Source: an optimization exercise on an open RTL-to-GDS flow (aim: small area, a short achievable clock period and few clock cycles per item). Production flows keep margins and buffers that such runs may drop.

Setup of rev 12:
==> flow/design.v (excerpt) <==
module multdiv_fast (
	input  logic                  clk_i,
	input  logic                  rst_ni,
	input  logic                  mult_en_i,
	input  logic                  div_en_i,
	input  logic [1:0]            op_i,
	input  logic [1:0]            signed_mode_i,
	input  logic [32-1:0]   op_a_i,
	input  logic [32-1:0]   op_b_i,
	output logic [32-1:0]   result_o,
	output logic                  valid_o
);
	multdiv_pkg::md_req_t req_i;
	assign req_i.op          = multdiv_pkg::md_op_e'(op_i);
	assign req_i.signed_mode = signed_mode_i;
	assign req_i.op_a        = op_a_i;
	assign req_i.op_b        = op_b_i;
	logic [32-1:0] mult_result;
	logic [32-1:0] div_result;
	logic                mult_valid;
	logic                div_valid;
	logic [63:0]         shr_q;
	logic [50:0]         acc_d;
	logic                acc_we;
	logic [63:0]         div_step_d;
	logic [31:0]         div_init_d;
	logic                div_busy;
	logic                sel_mult;
	logic                sel_init;
	logic                sel_step;
	assign sel_mult = ~div_en_i;
	assign sel_init = div_en_i & ~div_busy;
  ...
Size in the first run: ~110 I/O pins, about 38,000 um2 of cells after synthesis.
==> flow/config.mk <==
export PLATFORM = sky130hd
export DESIGN_NAME = multdiv_fast
export DESIGN_NICKNAME = multdiv_fast
export VERILOG_FILES = /design/flow/design.v
export SDC_FILE = /design/flow/constraint.sdc
export NUM_CORES = 4
export LEC_CHECK = 0
export CAP_MARGIN = 20
export CORE_MARGIN = 5
export CORE_UTILIZATION = 35
export PLACE_DENSITY = 0.55
export SLEW_MARGIN = 20
export SYNTH_HIERARCHICAL = 1
==> flow/constraint.sdc <==
create_clock -name core_clock -period 12.0 [get_ports {clk_i}]
set_input_delay 2.4000 -clock core_clock [delete_from_list [all_inputs] [get_ports {clk_i}]]
set_output_delay 2.4000 -clock core_clock [all_outputs]
set_load 0.01 [all_outputs]
standard.sh (not shown) runs the stock make flow with config.mk's settings and CLKGATE_MAP_FILE= SYNTH_SCRIPT=/design/flow/synth_recipe.tcl, a recipe that flattens the netlist after the stock synthesis.
==> flow/flow/run.sh <==
#!/bin/bash
# The standard layout (standard.sh), with one change: the port buffers
# that buffer_ports inserts are buf_4 cells rather than its default pick, a
# slow delay buffer. Each tool's output goes to standard.log here.
set -euo pipefail
cd "$(dirname "$0")/.."
export BUFFER_PORTS_ARGS="-buffer_cell sky130_fd_sc_hd__buf_4"
bash standard.sh > standard.log 2>&1
| rev 12 | all stages done | FAIL | setup timing |
Input-level comparison between rev 13 and rev 12:
diff --git a/flow/design.v b/flow/design.v
--- a/flow/design.v
+++ b/flow/design.v
@@ -1293,72 +1293,60 @@
 	assign sum_b[45] = s555;
 	assign sum_a[46] = c556;
 	assign sum_b[46] = s557;
 	assign sum_a[47] = c558;
 	assign sum_b[47] = s559;
 	assign sum_a[48] = c560;
 	assign sum_b[48] = s561;
 	assign sum_a[49] = c562;
 	assign sum_b[49] = s563;
 	assign sum_a[50] = c564;
 	assign sum_b[50] = s565;
-	md_add51 u_add (
-		.a_i (sum_a),
-		.b_i (sum_b),
-		.s_o (mac_res)
-	);
+	logic [W-1:0] kg [7];
+	logic [W-1:0] kp [7];
+	always_comb begin
+		kg[0] = sum_a & sum_b;
+		kp[0] = sum_a ^ sum_b;
+		for (int l = 0; l < 6; l++) begin
+			for (int i = 0; i < W; i++) begin
+				if (i >= (1 << l)) begin
+					kg[l+1][i] = kg[l][i] | (kp[l][i] & kg[l][i - (1 << l)]);
+					kp[l+1][i] = kp[l][i] & kp[l][i - (1 << l)];
+				end else begin
+					kg[l+1][i] = kg[l][i];
+					kp[l+1][i] = kp[l][i];
+				end
+			end
+		end
+	end
+	assign mac_res = kp[0] ^ {kg[6][W-2:0], 1'b0};
 	logic sel_p0l, sel_p0h, sel_p1l, sel_p1h;
 	assign sel_p0l = en_i & ~pass_q &  is_mull;
 	assign sel_p0h = en_i & ~pass_q & ~is_mull;
 	assign sel_p1l = en_i &  pass_q &  is_mull;
 	assign sel_p1h = en_i &  pass_q & ~is_mull;
 	assign result_o = ({32{sel_p0l}} & mac_res[31:0])
 		| ({32{sel_p0h}} & {{13{mac_res[W-1]}}, mac_res[W-1:32]})
 		| ({32{sel_p1l}} & {mac_res[13:0], acc_q[17:0]})
 		| ({32{sel_p1h}} & mac_res[45:14]);
 	assign valid_o = en_i & (fits_b | pass_q);
 	always_ff @(posedge clk_i or negedge rst_ni) begin
 		if (!rst_ni) begin
 			pass_q <= 1'b0;
 		end else if (en_i) begin
 			pass_q <= ~(fits_b | pass_q);
 		end
 	end
 	assign acc_d  = mac_res;
 	assign acc_we = en_i & ~pass_q;
 endmodule
-module md_add51 (
-	input  logic [50:0] a_i,
-	input  logic [50:0] b_i,
-	output logic [50:0] s_o
-);
-	localparam int W = 51;
-	logic [W-1:0] kg [7];
-	logic [W-1:0] kp [7];
-	always_comb begin
-		kg[0] = a_i & b_i;
-		kp[0] = a_i ^ b_i;
-		for (int l = 0; l < 6; l++) begin
-			for (int i = 0; i < W; i++) begin
-				if (i & (1 << l)) begin
-					kg[l+1][i] = kg[l][i] | (kp[l][i] & kg[l][((i >> l) << l) - 1]);
-					kp[l+1][i] = kp[l][i] & kp[l][((i >> l) << l) - 1];
-				end else begin
-					kg[l+1][i] = kg[l][i];
-					kp[l+1][i] = kp[l][i];
-				end
-			end
-		end
-	end
-	assign s_o = kp[0] ^ {kg[6][W-2:0], 1'b0};
-endmodule
 `timescale 1ns/1ps
 module div_serial (
 	input  logic                  clk_i,
 	input  logic                  rst_ni,
 	input  logic                  en_i,
 	input  multdiv_pkg::md_req_t  req_i,
 	input  logic [63:0]           shr_q,     
 	output logic [63:0]           step_d,    
 	output logic [31:0]           init_d,    
 	output logic                  busy_o,
 	output logic [32-1:0]   result_o,
@@ -1399,39 +1387,39 @@
 	assign div_by_zero = (req_i.op_b == '0);
 	always_comb begin
 		len_a = '0;
 		len_b = '0;
 		for (int i = 0; i < 32; i++) begin
 			if (abs_a[i]) len_a = 6'(i + 1);
 			if (abs_b[i]) len_b = 6'(i + 1);
 		end
 	end
 	assign a_shorter = (len_a < len_b);
 	assign diff      = 5'(len_a - len_b);
-	assign cnt_init  = 4'((6'(diff) + 6'd1) >> 2);
-	assign shamt     = {cnt_init, 2'b10};
+	assign cnt_init  = 4'((6'(diff) + 6'd2) >> 2);
+	assign shamt     = {cnt_init, 2'b01};
 	logic [31:0] rem_s [STEPS+1];
 	logic [STEPS-1:0] ge_s;
 	assign rem_s[0] = rem_q;
 	for (genvar j = 0; j < STEPS; j++) begin : g_step
 		div_step #(.DW(DW)) u_step (
 			.rem_i (rem_s[j]),
 			.den_i (den_q >> j),
 			.rem_o (rem_s[j+1]),
 			.ge_o  (ge_s[STEPS-1-j])
 		);
 	end
 	assign rem_n = rem_s[STEPS];
 	assign quo_n = {quo_q[31-STEPS:0], ge_s};
-	assign rem_l = rem_s[3];
-	assign quo_l = {quo_q[28:0], ge_s[STEPS-1:STEPS-3]};
+	assign rem_l = rem_s[2];
+	assign quo_l = {quo_q[29:0], ge_s[STEPS-1:STEPS-2]};
 	assign res_neg = is_div ? (sign_a ^ sign_b) : sign_a;
 	assign res_mag = is_div ? quo_l : rem_l;
 	always_comb begin
 		if (!en_i) begin
 			result_o = '0;
 		end else if (busy_q) begin
 			result_o = res_neg ? -res_mag : res_mag;
 		end else if (div_by_zero) begin
 			result_o = is_div ? '1 : req_i.op_a;
 		end else begin
 			result_o = is_div ? '0 : req_i.op_a;
No stage failed in rev 13, and the final checks on the layout all came back clean.
From rev 12 to rev 13 the numbers moved as follows: fraction of layout instances using a drive strength above 1 fell 8.5 points, routability-driven placement congestion ratio increased 5.6%, number of tap cells added at floorplan +62.
For largest net degree at the start of global routing, dividing the value from rev 12 by the value from rev 13 gives 0.892.
Between rev 13 and rev 12, the worst path buffer plus inverter count is higher for rev 12.
Cmp rev 13 and rev 12 / die area / higher: rev 13
Rev 12 → rev 13: worst hold slack closely matched the old numbers; fraction of area in registers increased by 0.47 points relative to the old numbers.
No functional check of the RTL was part of any run of this note.

[afterwards: timing with drivers on the ports]
How much do the figures lean on ideal ports? The routed layouts below were timed once more, with nothing changed but the port constraints.
Step 1 sets driving cells, clkbuf_16 on the clock port and buf_2 on the other inputs (assumed; they add their load-dependent delay and slew).
Step 2 moves the port delays by t, midway between the first and last clock arrival at a register: inputs arrive t later, outputs are due t later. That takes back most of the time a late clock gives input paths.
a / b / c = no drivers / after step 1 / after step 2; a / b = the first two.
run | shift t [ns] | slack for setup (ns) | clock arrival spread, ns | slew at the worst register clock pin (ns) | cell pins on the clock port's net
rev 12 | 0.445 | -0.816 / -0.873 / -0.428 | 0.017 / 0.018 | 0.09 / 0.09 | 1
rev 13 | 0.447 | 0.217 / 0.161 / 0.232 | 0.013 / 0.013 | 0.09 / 0.09 | 1
